This is an optimization exercise on Yosys and OpenROAD, whose aim is small area, not a production implementation.
The RTL was checked by simulation tests, not by an equivalence proof against the original design.
No activity file was given, so power comes from the tool's default toggle rates.

// agu_pipe_stage
module agu_pipe_stage
#(
  parameter int ADDR_W    = 64,
  parameter int NUM_CH    = 3,
  parameter int DISP_W    = 32,
  parameter int PAYLOAD_W = 256,
  parameter int DEPTH     = 2
) (
  input  logic                     clk,
  input  logic                     resetN,
  input  logic                     flushIn,
  input  logic                     inValid,
  output logic                     inReady,
  input  logic [PAYLOAD_W-1:0]     inPayload,
  input  logic [NUM_CH-1:0]        inMemAccess,
  input  logic [NUM_CH*ADDR_W-1:0] inBase,
  input  logic [NUM_CH*ADDR_W-1:0] inIndex,
  input  logic [NUM_CH-1:0]        inIndexValid,
  input  logic [NUM_CH*2-1:0]      inScale,
  input  logic [NUM_CH*DISP_W-1:0] inDisp,
  output logic                     outValid,
  input  logic                     outReady,
  output logic [PAYLOAD_W-1:0]     outPayload,
  output logic [NUM_CH-1:0]        outMemAccess,
  output logic [NUM_CH*ADDR_W-1:0] outAddr,
  output logic [NUM_CH-1:0]        outFault,
  output logic [31:0]              acceptedCount
);
clock: 5.5 ns
lec_check: 0
cap_margin: 20
core_area: 2.3 2.72 351.7 351.28
cts_cluster_diameter: 150
cts_cluster_size: 24
die_area: 0 0 354 354
gpl_timing_driven: 0
setup_slack_margin: 0.1
slew_margin: 20
synth_hierarchical: 1
standard.sh (not shown) runs the stock make flow with config.mk's settings and CLKGATE_MAP_FILE= SYNTH_SCRIPT=/design/flow/synth_recipe.tcl, a recipe that flattens the netlist after the stock synthesis.
==> flow/flow/run.sh <==
#!/bin/bash
# Standard ORFS layout (the standard.sh, standard synthesis); the only change is the
# cell used to buffer the ports (buf_1 instead of the flow's default pick).
set -euo pipefail
bash standard.sh "BUFFER_PORTS_ARGS=-buffer_cell sky130_fd_sc_hd__buf_1" finish > standard_flow.log 2>&1
The starting point finished clean.
Rerun with:
--- a/flow/config.mk
+++ b/flow/config.mk
@@ -9 +9,2 @@
-export CORE_AREA = 2.3 2.72 351.7 351.28
+export CORE_MARGIN = 2
+export CORE_UTILIZATION = 40
@@ -12,3 +12,0 @@
-export DIE_AREA = 0 0 354 354
-export GPL_TIMING_DRIVEN = 0
-export SETUP_SLACK_MARGIN = 0.1
=> Now the flow never finished: it broke off in I/O pin placement (3_2_place_iop); synthesized cell count stays the same; area after synthesis is unchanged.
Rerun with:
--- a/flow/config.mk
+++ b/flow/config.mk
@@ -9,4 +9,7 @@
-export CORE_MARGIN = 2
-export CORE_UTILIZATION = 40
-export CTS_CLUSTER_DIAMETER = 150
-export CTS_CLUSTER_SIZE = 24
+export CORE_AREA = 2.3 2.72 351.7 351.28
+export CTS_BUF_LIST = sky130_fd_sc_hd__clkbuf_8
+export CTS_CLUSTER_DIAMETER = 100
+export CTS_CLUSTER_SIZE = 16
+export DIE_AREA = 0 0 354 354
+export GPL_TIMING_DRIVEN = 0
+export SETUP_SLACK_MARGIN = 0.1
The new run completed without violations.
Synthesized area is unchanged.
Synthesized cell count is unchanged.
Rerun with:
==> flow/flow/run.sh (replaced) <==
#!/bin/bash
# Standard ORFS layout (the standard.sh, standard synthesis) with two changes:
#  - ports are buffered with buf_1 instead of the flow's default pick;
#  - the resizer may size a cell to a variant with a different footprint (for example a
#    half adder to its stronger version) instead of only buffering its output.
set -euo pipefail
bash standard.sh \
  "BUFFER_PORTS_ARGS=-buffer_cell sky130_fd_sc_hd__buf_1" \
  MATCH_CELL_FOOTPRINT=0 \
  finish > standard_flow.log 2>&1
--- a/flow/config.mk
+++ b/flow/config.mk
@@ -10,3 +10,2 @@
-export CTS_BUF_LIST = sky130_fd_sc_hd__clkbuf_8
-export CTS_CLUSTER_DIAMETER = 100
-export CTS_CLUSTER_SIZE = 16
+export CTS_CLUSTER_DIAMETER = 150
+export CTS_CLUSTER_SIZE = 24
@@ -14,2 +12,0 @@
-export GPL_TIMING_DRIVEN = 0
-export SETUP_SLACK_MARGIN = 0.1
What happened: Register-to-register slack improves by 0.93 ns. Sequential cell count is unchanged. Die area stays the same. Total power increases by about 0.8%. Combinational power stays flat. Sequential share of layout area decreases by 0.86 points. Core utilization increases by 1.2 points. Global-route usage increases by 0.54 points.
Rerun with:
==> flow/flow/run.sh (replaced) <==
#!/bin/bash
# Standard ORFS layout (the standard.sh, standard synthesis); the only change is the
# cell used to buffer the ports (buf_1 instead of the flow's default pick).
set -euo pipefail
bash standard.sh "BUFFER_PORTS_ARGS=-buffer_cell sky130_fd_sc_hd__buf_1" finish > standard_flow.log 2>&1
=> Worst setup slack does not change; clock power hardly moves; total power stays the same; first-iteration DRC count is unchanged; core utilization does not change; routed wire length stays the same; clock skew does not change; global-route usage is unchanged; final area stays the same.
Rerun with:
--- a/flow/config.mk
+++ b/flow/config.mk
@@ -8 +8 @@
-export CAP_MARGIN = 20
+export CAP_MARGIN = 0
@@ -13 +13 @@
-export SLEW_MARGIN = 20
+export SLEW_MARGIN = 0
=> Combinational power is about the same; worst setup slack does not change; final cell count is unchanged; register-to-register slack hardly moves; critical path depth is unchanged; wire length does not change; cell area is unchanged.

---

The RTL this note starts from:
==> flow/design.v <==
package agu_pkg;
  localparam int CH_SRC1   = 0;
  localparam int CH_SRC2   = 1;
  localparam int CH_DEST   = 2;
  localparam int CANON_MSB = 47;
  typedef enum logic [1:0] {
    SCALE_1 = 2'd0,
    SCALE_2 = 2'd1,
    SCALE_4 = 2'd2,
    SCALE_8 = 2'd3
  } scale_e;
endpackage
import agu_pkg::*;
module agu_addr_calc
#(
  parameter int ADDR_W = 64,
  parameter int DISP_W = 32
) (
  input  logic [ADDR_W-1:0] base_i,
  input  logic [ADDR_W-1:0] index_i,
  input  logic              index_valid_i,
  input  logic [1:0]        scale_i,
  input  logic [DISP_W-1:0] disp_i,
  output logic [ADDR_W-1:0] sum_o
);
  logic [ADDR_W-1:0] scaled_index;
  logic [ADDR_W-1:0] disp_ext;
  assign scaled_index = index_valid_i ? (index_i << scale_i) : '0;
  assign disp_ext     = ADDR_W'($signed(disp_i));
  assign sum_o        = base_i + scaled_index + disp_ext;
endmodule
import agu_pkg::*;
module agu_pipe_stage
#(
  parameter int ADDR_W    = 64,
  parameter int NUM_CH    = 3,
  parameter int DISP_W    = 32,
  parameter int PAYLOAD_W = 256,
  parameter int DEPTH     = 2
) (
  input  logic                     clk,
  input  logic                     resetN,
  input  logic                     flushIn,
  input  logic                     inValid,
  output logic                     inReady,
  input  logic [PAYLOAD_W-1:0]     inPayload,
  input  logic [NUM_CH-1:0]        inMemAccess,
  input  logic [NUM_CH*ADDR_W-1:0] inBase,
  input  logic [NUM_CH*ADDR_W-1:0] inIndex,
  input  logic [NUM_CH-1:0]        inIndexValid,
  input  logic [NUM_CH*2-1:0]      inScale,
  input  logic [NUM_CH*DISP_W-1:0] inDisp,
  output logic                     outValid,
  input  logic                     outReady,
  output logic [PAYLOAD_W-1:0]     outPayload,
  output logic [NUM_CH-1:0]        outMemAccess,
  output logic [NUM_CH*ADDR_W-1:0] outAddr,
  output logic [NUM_CH-1:0]        outFault,
  output logic [31:0]              acceptedCount
);
  localparam int ENTRY_W = PAYLOAD_W + NUM_CH + NUM_CH*ADDR_W;
  logic [NUM_CH*ADDR_W-1:0] calc_sum;
  logic [ENTRY_W-1:0]       push_entry;
  logic [ENTRY_W-1:0]       ent0_q, ent1_q;
  logic        wr_ptr_q, rd_ptr_q;
  logic [1:0]  count_q;
  logic [31:0] acc_cnt_q;
  logic        rdy_en_q;
  logic        push, pop;
  for (genvar c = 0; c < NUM_CH; c++) begin : g_ch
    agu_addr_calc #(
      .ADDR_W (ADDR_W),
      .DISP_W (DISP_W)
    ) u_calc (
      .base_i        (inBase[c*ADDR_W +: ADDR_W]),
      .index_i       (inIndex[c*ADDR_W +: ADDR_W]),
      .index_valid_i (inIndexValid[c]),
      .scale_i       (inScale[c*2 +: 2]),
      .disp_i        (inDisp[c*DISP_W +: DISP_W]),
      .sum_o         (calc_sum[c*ADDR_W +: ADDR_W])
    );
  end
  assign push_entry = {inPayload, inMemAccess, calc_sum};
  assign inReady  = rdy_en_q & ~count_q[1];
  assign outValid = (count_q != 2'd0);
  assign push     = inValid & inReady & ~flushIn;
  assign pop      = outValid & outReady & ~flushIn;
  always_ff @(posedge clk or negedge resetN) begin
    if (!resetN) begin
      wr_ptr_q  <= 1'b0;
      rd_ptr_q  <= 1'b0;
      count_q   <= 2'd0;
      acc_cnt_q <= '0;
      rdy_en_q  <= 1'b0;
    end else begin
      rdy_en_q <= 1'b1;
      if (flushIn) begin
        wr_ptr_q <= 1'b0;
        rd_ptr_q <= 1'b0;
        count_q  <= 2'd0;
      end else begin
        if (push) begin
          wr_ptr_q <= ~wr_ptr_q;
          if (~&acc_cnt_q) acc_cnt_q <= acc_cnt_q + 32'd1;
        end
        if (pop) rd_ptr_q <= ~rd_ptr_q;
        if (push & ~pop) count_q <= count_q + 2'd1;
        if (pop & ~push) count_q <= count_q - 2'd1;
      end
    end
  end
  always_ff @(posedge clk) begin
    if (~count_q[1] & ~wr_ptr_q) ent0_q <= push_entry;
    if (~count_q[1] &  wr_ptr_q) ent1_q <= push_entry;
  end
  logic [ENTRY_W-1:0]       head;
  logic [NUM_CH-1:0]        head_mem;
  logic [NUM_CH*ADDR_W-1:0] head_sum;
  assign head     = rd_ptr_q ? ent1_q : ent0_q;
  assign head_sum = head[NUM_CH*ADDR_W-1:0];
  assign head_mem = head[NUM_CH*ADDR_W +: NUM_CH];
  assign outPayload   = head[ENTRY_W-1 -: PAYLOAD_W];
  assign outMemAccess = head_mem;
  for (genvar c = 0; c < NUM_CH; c++) begin : g_out
    logic [ADDR_W-1:0]         a;
    logic [ADDR_W-1:CANON_MSB] upper;
    assign a     = head_mem[c] ? head_sum[c*ADDR_W +: ADDR_W] : '0;
    assign upper = a[ADDR_W-1:CANON_MSB];
    assign outAddr[c*ADDR_W +: ADDR_W] = a;
    assign outFault[c] = ~(&upper) & (|upper);
  end
  assign acceptedCount = acc_cnt_q;
endmodule
clock: 5.5 ns
lec_check: 0
cap_margin: 20
core_margin: 2
core_utilization: 40
slew_margin: 20
==> flow/flow/run.sh <==
#!/bin/bash
# Standard ORFS layout; the only change is the cell used to buffer the ports
# (buf_1 instead of the flow's default pick).
set -euo pipefail
bash standard.sh "BUFFER_PORTS_ARGS=-buffer_cell sky130_fd_sc_hd__buf_1" finish > standard_flow.log 2>&1
Next try:
--- a/flow/config.mk
+++ b/flow/config.mk
@@ -8,4 +8,5 @@
 export CAP_MARGIN = 20
 export CORE_MARGIN = 2
-export CORE_UTILIZATION = 40
+export CORE_UTILIZATION = 60
+export GPL_TIMING_DRIVEN = 0
 export SLEW_MARGIN = 20
This time the run never finished: it broke off in I/O pin placement.
Synthesized area stays the same.
Synthesized cell count does not change.

-- static timing again, ports no longer ideal --
No port has a modelled driver above. Below, the same layouts with a new extraction and two added sets of constraints.
Step 1 (the two cells are an assumption about what drives the block):
set clk [get_ports {clk}]
set_driving_cell -lib_cell sky130_fd_sc_hd__clkbuf_16 $clk
set_driving_cell -lib_cell sky130_fd_sc_hd__buf_2 [delete_from_list [all_inputs] $clk]
Step 2 also shifts input and output timing later by t, the mid clock arrival at the registers, as if the neighbouring blocks saw the same clock.
Three values: no drivers, after step 1, after step 2; two values: the first two.
run	shift t [ns]	setup slack, ns	hold slack, ns	worst setup path after step 2	worst data-port slew with drivers (ns)
the first run of note 1	0.738	0.154 / 0.215 / -0.524	0.316 / 0.432 / 0.453	input to register	0.31
the third run of note 1	0.840	0.210 / 0.266 / -0.574	0.213 / 0.348 / 0.462	input to register	0.34
the fourth run of note 1	0.729	0.296 / 0.351 / -0.378	0.454 / 0.454 / 0.454	input to register	0.32
the fifth run of note 1	0.729	0.296 / 0.351 / -0.378	0.454 / 0.454 / 0.454	input to register	0.32
the sixth run of note 1	0.729	0.296 / 0.351 / -0.378	0.454 / 0.454 / 0.454	input to register	0.32
the first run of note 2	0.789	0.510 / 0.551 / -0.238	0.493 / 0.493 / 0.493	input to register	0.21
Met with ideal ports but missed after step 2: setup timing in every run listed. The setup slack of the third run of note 1, which loses most, moves by +0.056 ns with the drivers and by -0.784 ns with both steps.
